Source: an optimization exercise on an open RTL-to-GDS flow (aim: small area, a short achievable clock period and few clock cycles per item). Production flows keep margins and buffers that such runs may drop. In this exercise RTL edits were held to simulation tests only and were not proved equivalent to the original.

==> inputs of run a <==
==> flow/design.v (excerpt) <==
module dct_core (
    input  logic        clk,
    input  logic        rst,
    input  logic [31:0] in_data_i,
    input  logic        in_empty_n_i,
    output logic        in_read_o,
    output logic [31:0] out_data_o,
    output logic        out_last_o,
    input  logic        out_full_n_i,
    output logic        out_write_o
);
Settings: LEC_CHECK=0, CAP_MARGIN=20, CORE_MARGIN=2, CORE_UTILIZATION=40, SETUP_SLACK_MARGIN=5, SLEW_MARGIN=20; clock period 10.0 ns.
run.sh (not shown) runs the stock make flow with config.mk's settings and CLKGATE_MAP_FILE= SYNTH_SCRIPT=/design/flow/synth_recipe.tcl, a recipe that flattens the netlist after the stock synthesis.
==> run b: changes against run a <==
--- a/flow/design.v
+++ b/flow/design.v
@@ -236,59 +236,81 @@
             end
         end
     endgenerate
     always_ff @(posedge clk) begin
         s1_r <= pend;
         s1_u <= row_u;
     end
-    logic [31:0]        p [4];
-    logic signed [31:0] s2_p [4];
-    logic signed [18:0] s2_sum;
-    logic               s2_v, s2_last;
-    logic [2:0]         s2_r, s2_u;
-    localparam logic [31:0] PP_FIX = 32'h0 - 32'h00040000 - 32'h00100000 - 32'h00400000
-                                     - 32'h01000000 - 32'h04000000 - 32'h10000000
-                                     - 32'h40000000;   
-    logic [3:0][7:0][31:0] pprow;
-    logic [3:0][31:0]      ppcin;
+    function automatic logic [67:0] csa34(input logic [33:0] x, input logic [33:0] y,
+                                          input logic [33:0] z);
+        csa34 = {((x & y) | (x & z) | (y & z)) << 1, x ^ y ^ z};
+    endfunction
+    function automatic logic [93:0] csa47(input logic [46:0] x, input logic [46:0] y,
+                                          input logic [46:0] z);
+        csa47 = {((x & y) | (x & z) | (y & z)) << 1, x ^ y ^ z};
+    endfunction
+    localparam logic [33:0] PP_FIX = 34'd43691 << 18;
+    logic [3:0][7:0][33:0] pprow;
+    logic [3:0][33:0]      ppcin;
+    logic [3:0][33:0]      s2_ps, s2_pc;
+    logic signed [18:0]    s2_sum;
+    logic                  s2_v, s2_last;
+    logic [2:0]            s2_r, s2_u;
     generate
         for (gi = 0; gi < 4; gi++) begin : g_mul
             logic signed [17:0] w2;
+            logic [67:0] l1a, l1b, l1c, l2a, l2b, l3a, l4a;
             assign w2 = 18'(w[gi]);
             for (gc = 0; gc < 8; gc++) begin : g_pp
                 logic        dneg, done, dtwo;
                 logic [17:0] mag;
                 logic [18:0] ppv;
                 assign dneg = kb[gi][3*gc];
                 assign done = kb[gi][3*gc+1];
                 assign dtwo = kb[gi][3*gc+2];
                 assign mag  = done ? w2 : (dtwo ? (w2 <<< 1) : 18'd0);
                 assign ppv  = dneg ? ~{mag[17], mag} : {mag[17], mag};
-                assign pprow[gi][gc] = 32'({~ppv[18], ppv[17:0]}) << (2*gc);
+                assign pprow[gi][gc] = 34'({~ppv[18], ppv[17:0]}) << (2*gc);
                 assign ppcin[gi][2*gc]   = dneg;
                 assign ppcin[gi][2*gc+1] = 1'b0;
             end
-            assign ppcin[gi][31:16] = '0;
-            assign p[gi] = pprow[gi][0] + pprow[gi][1] + pprow[gi][2] + pprow[gi][3]
-                         + pprow[gi][4] + pprow[gi][5] + pprow[gi][6] + pprow[gi][7]
-                         + ppcin[gi] + PP_FIX;
-            always_ff @(posedge clk) s2_p[gi] <= p[gi];
+            assign ppcin[gi][33:16] = PP_FIX[33:16];
+            assign l1a = csa34(pprow[gi][0], pprow[gi][1], pprow[gi][2]);
+            assign l1b = csa34(pprow[gi][3], pprow[gi][4], pprow[gi][5]);
+            assign l1c = csa34(pprow[gi][6], pprow[gi][7], ppcin[gi]);
+            assign l2a = csa34(l1a[33:0], l1a[67:34], l1b[33:0]);
+            assign l2b = csa34(l1b[67:34], l1c[33:0], l1c[67:34]);
+            assign l3a = csa34(l2a[33:0], l2a[67:34], l2b[33:0]);
+            assign l4a = csa34(l3a[33:0], l3a[67:34], l2b[67:34]);
+            always_ff @(posedge clk) begin
+                s2_ps[gi] <= l4a[33:0];
+                s2_pc[gi] <= l4a[67:34];
+            end
         end
     endgenerate
     always_ff @(posedge clk) begin
         s2_sum <= 19'(w[0]) + 19'(w[1]) + 19'(w[2]) + 19'(w[3]);
         s2_r   <= s1_r;
         s2_u   <= s1_u;
     end
+    logic [67:0]        m1a, m1b, m2a, m2b, m3a, m4a;
+    logic [33:0]        zfull;
     logic signed [32:0] s3_z;
     logic signed [21:0] dc_acc;
     logic               s3_v, s3_last;
     logic [2:0]         s3_r, s3_u;
+    assign m1a   = csa34(s2_ps[0], s2_pc[0], s2_ps[1]);
+    assign m1b   = csa34(s2_pc[1], s2_ps[2], s2_pc[2]);
+    assign m2a   = csa34(m1a[33:0], m1a[67:34], m1b[33:0]);
+    assign m2b   = csa34(m1b[67:34], s2_ps[3], s2_pc[3]);
+    assign m3a   = csa34(m2a[33:0], m2a[67:34], m2b[33:0]);
+    assign m4a   = csa34(m3a[33:0], m3a[67:34], m2b[67:34]);
+    assign zfull = m4a[33:0] + m4a[67:34];
     always_ff @(posedge clk) begin
-        s3_z <= 33'(s2_p[0]) + 33'(s2_p[1]) + 33'(s2_p[2]) + 33'(s2_p[3]);
+        s3_z <= zfull[32:0];
         s3_r <= s2_r;
         s3_u <= s2_u;
         if (s2_v && s2_u == 3'd0)
             dc_acc <= (s2_r == 3'd0 ? 22'sd0 : dc_acc) + 22'(s2_sum);
     end
     logic signed [32:0] s3b_z;
     logic signed [36:0] s3b_z15;
@@ -300,60 +322,66 @@
         s3b_z15 <= (37'(s3_z) <<< 4) - 37'(s3_z);
         s3b_z63 <= (39'(s3_z) <<< 6) - 39'(s3_z);
         s3b_r   <= s3_r;
         s3b_u   <= s3_u;
     end
     logic signed [46:0] z1, z15, z63;
     logic [7:0][46:0]   pm;
-    logic [7:0][46:0]   s4_p;
-    logic               s4_v, s4_last;
-    logic [2:0]         s4_r, s4_u;
+    logic [93:0]        q0, q1, q2a, q2b, q3, q4a, q4b, q5, q6, q7;
     assign z1  = 47'(s3b_z);
     assign z15 = 47'(s3b_z15);
     assign z63 = 47'(s3b_z63);
-    assign pm[0] = (z15 <<< 8) + (z63 <<< 5) - z63;                   
-    assign pm[1] = (z1 <<< 14) - (z63 <<< 2) - z63;                   
-    assign pm[2] = (z63 <<< 8) + (z1 <<< 10) - (z63 <<< 5) + z1;      
-    assign pm[3] = (z63 <<< 8) - (z63 <<< 5) - (z63 <<< 3) + z15;     
-    assign pm[4] = (z15 <<< 9) + (z63 <<< 7) - (z1 <<< 12) - z63;     
-    assign pm[5] = (z63 <<< 7) + (z63 <<< 4) + (z15 <<< 1);           
-    assign pm[6] = (z1 <<< 13) - (z1 <<< 11) + (z63 <<< 1);           
-    assign pm[7] = (z1 <<< 12) - (z15 <<< 6) + (z15 <<< 2);           
+    assign q0  = csa47(z15 <<< 8, z63 <<< 5, ~z63);                                     
+    assign q1  = csa47(z1 <<< 14, ~(z63 <<< 2), ~z63);                                 
+    assign q2a = csa47(z63 <<< 8, z1 <<< 10, ~(z63 <<< 5));                            
+    assign q2b = csa47(q2a[46:0], q2a[93:47], z1);
+    assign q3  = csa47(z63 <<< 8, ~(z63 <<< 5), ~(z63 <<< 3));                         
+    assign q4a = csa47(z15 <<< 9, z63 <<< 7, ~(z1 <<< 12));                            
+    assign q4b = csa47(q4a[46:0], q4a[93:47], ~z63);
+    assign q5  = csa47(z63 <<< 7, z63 <<< 4, z15 <<< 1);                               
+    assign q6  = csa47(z1 <<< 13, ~(z1 <<< 11), z63 <<< 1);                            
+    assign q7  = csa47(z1 <<< 12, ~(z15 <<< 6), z15 <<< 2);                            
+    logic [93:0] q3b;
+    assign q3b = csa47(q3[46:0], q3[93:47], z15);
+    assign pm[0] = q0[46:0]  + q0[93:47];
+    assign pm[1] = q1[46:0]  + q1[93:47];
+    assign pm[2] = q2b[46:0] + q2b[93:47];
+    assign pm[3] = q3b[46:0] + q3b[93:47];
+    assign pm[4] = q4b[46:0] + q4b[93:47];
+    assign pm[5] = q5[46:0]  + q5[93:47];
+    assign pm[6] = q6[46:0]  + q6[93:47];
+    assign pm[7] = q7[46:0]  + q7[93:47];
+    logic [7:0][46:0]   s4_p;
+    logic               s4_v, s4_last;
+    logic [2:0]         s4_r, s4_u;
     logic [7:0][3:0]    s4_sel;    
     logic               s4_init;
     always_ff @(posedge clk) begin
         s4_p    <= pm;
         s4_r    <= s3b_r;
         s4_u    <= s3b_u;
         for (int v = 0; v < 8; v++) s4_sel[v] <= k2sel(s3b_r, 3'(v));
         s4_init <= s3b_v && s3b_r == 3'd0;
     end
     logic [7:0][48:0]   acc;
     logic               row_done;
     logic [2:0]         done_u;
-    function automatic logic [3:0] nneg(input logic [2:0] v);
-        logic [3:0] cnt;
-        logic [3:0] s;
-        cnt = '0;
-        for (int r = 0; r < 8; r++) begin
-            s = k2sel(3'(r), v);
-            cnt = cnt + 4'(s[3]);
-        end
-        nneg = cnt;
+    function automatic logic [3:0] acc_init(input logic [2:0] v);
+        acc_init = (v == 3'd0) ? 4'd8 : 4'd4;
     endfunction
     generate
         for (gi = 0; gi < 8; gi++) begin : g_acc
             logic [3:0]         sel;
             logic signed [46:0] pk;
             logic [48:0]        psel, term, acc_s;
             assign sel   = s4_sel[gi];
             assign pk    = s4_p[sel[2:0]];
             assign psel  = 49'(pk);
             assign term  = s4_v ? (psel ^ {49{sel[3]}}) : 49'd0;
-            assign acc_s = s4_init ? 49'(nneg(3'(gi))) : acc[gi];
+            assign acc_s = s4_init ? 49'(acc_init(3'(gi))) : acc[gi];
             always_ff @(posedge clk) acc[gi] <= acc_s + term;
         end
     endgenerate
     always_ff @(posedge clk) begin
         done_u <= s4_u;
     end
     always_ff @(posedge clk or posedge rst) begin
==> qor summary <==
| metric | run b | run a |
|---|---|---|
| Yosys warning total | 4 | 6 |
| Worst reg2reg endpoint | s4_p[134] | s2_p[2][31] |
| Number of flip-flops and latches | 3759 | 3637 |
| Global Route met3 Usage | 2.67% | 2.69% |
| Outcome | timing/DRC/antenna clean | timing/DRC/antenna clean |
| Die area | 471000 µm² | 471000 µm² |
| Post-layout util | 45.2% | 46.1% |
| Share of layout cells above drive strength 1 | 11.0% | 14.0% |
| CP Capture Type | output port | register |
| Adder-cell share of the synthesized area | 19.0% | 18.4% |
| Worst r2r src | s3b_z63[11] | kb[3][17] |
| Type of the setup path with the least slack | reg -> out | reg -> reg |
Testbench counts of run a, summed over its fixed seeds: cycles 3,720, blocks 48.
Testbench counts of run b, summed over its fixed seeds: cycles 3,720, blocks 48.

[afterwards: timing with drivers on the ports]
The flow's constraints put no driver on any port. The routed layouts listed below were extracted and timed again, unchanged, in two steps.
Step 1 sets driving cells, clkbuf_16 on the clock port and buf_2 on the other inputs (assumed; they add their load-dependent delay and slew).
Step 2, shift: input delay + t, output delay - t, t = (earliest + latest rising clock arrival at the registers) / 2. This alone moves slack from input paths to output paths.
Slacks: ideal ports / drivers / drivers and shift; pairs: ideal ports / drivers.
| run | shift t [ns] | slack for setup (ns) | worst setup path at the end | cell pins on the clock port's net |
|---|---|---|---|---|
| run a | 1.104 | 4.289 / 4.289 / 4.289 | register to register | 1 |
| run b | 1.083 | 4.940 / 4.828 / 4.634 | input to register | 1 |
After both steps every run listed still meets setup and hold. For run b, which loses most, drivers alone change the setup slack by -0.112 ns; drivers and shift together by -0.306 ns.
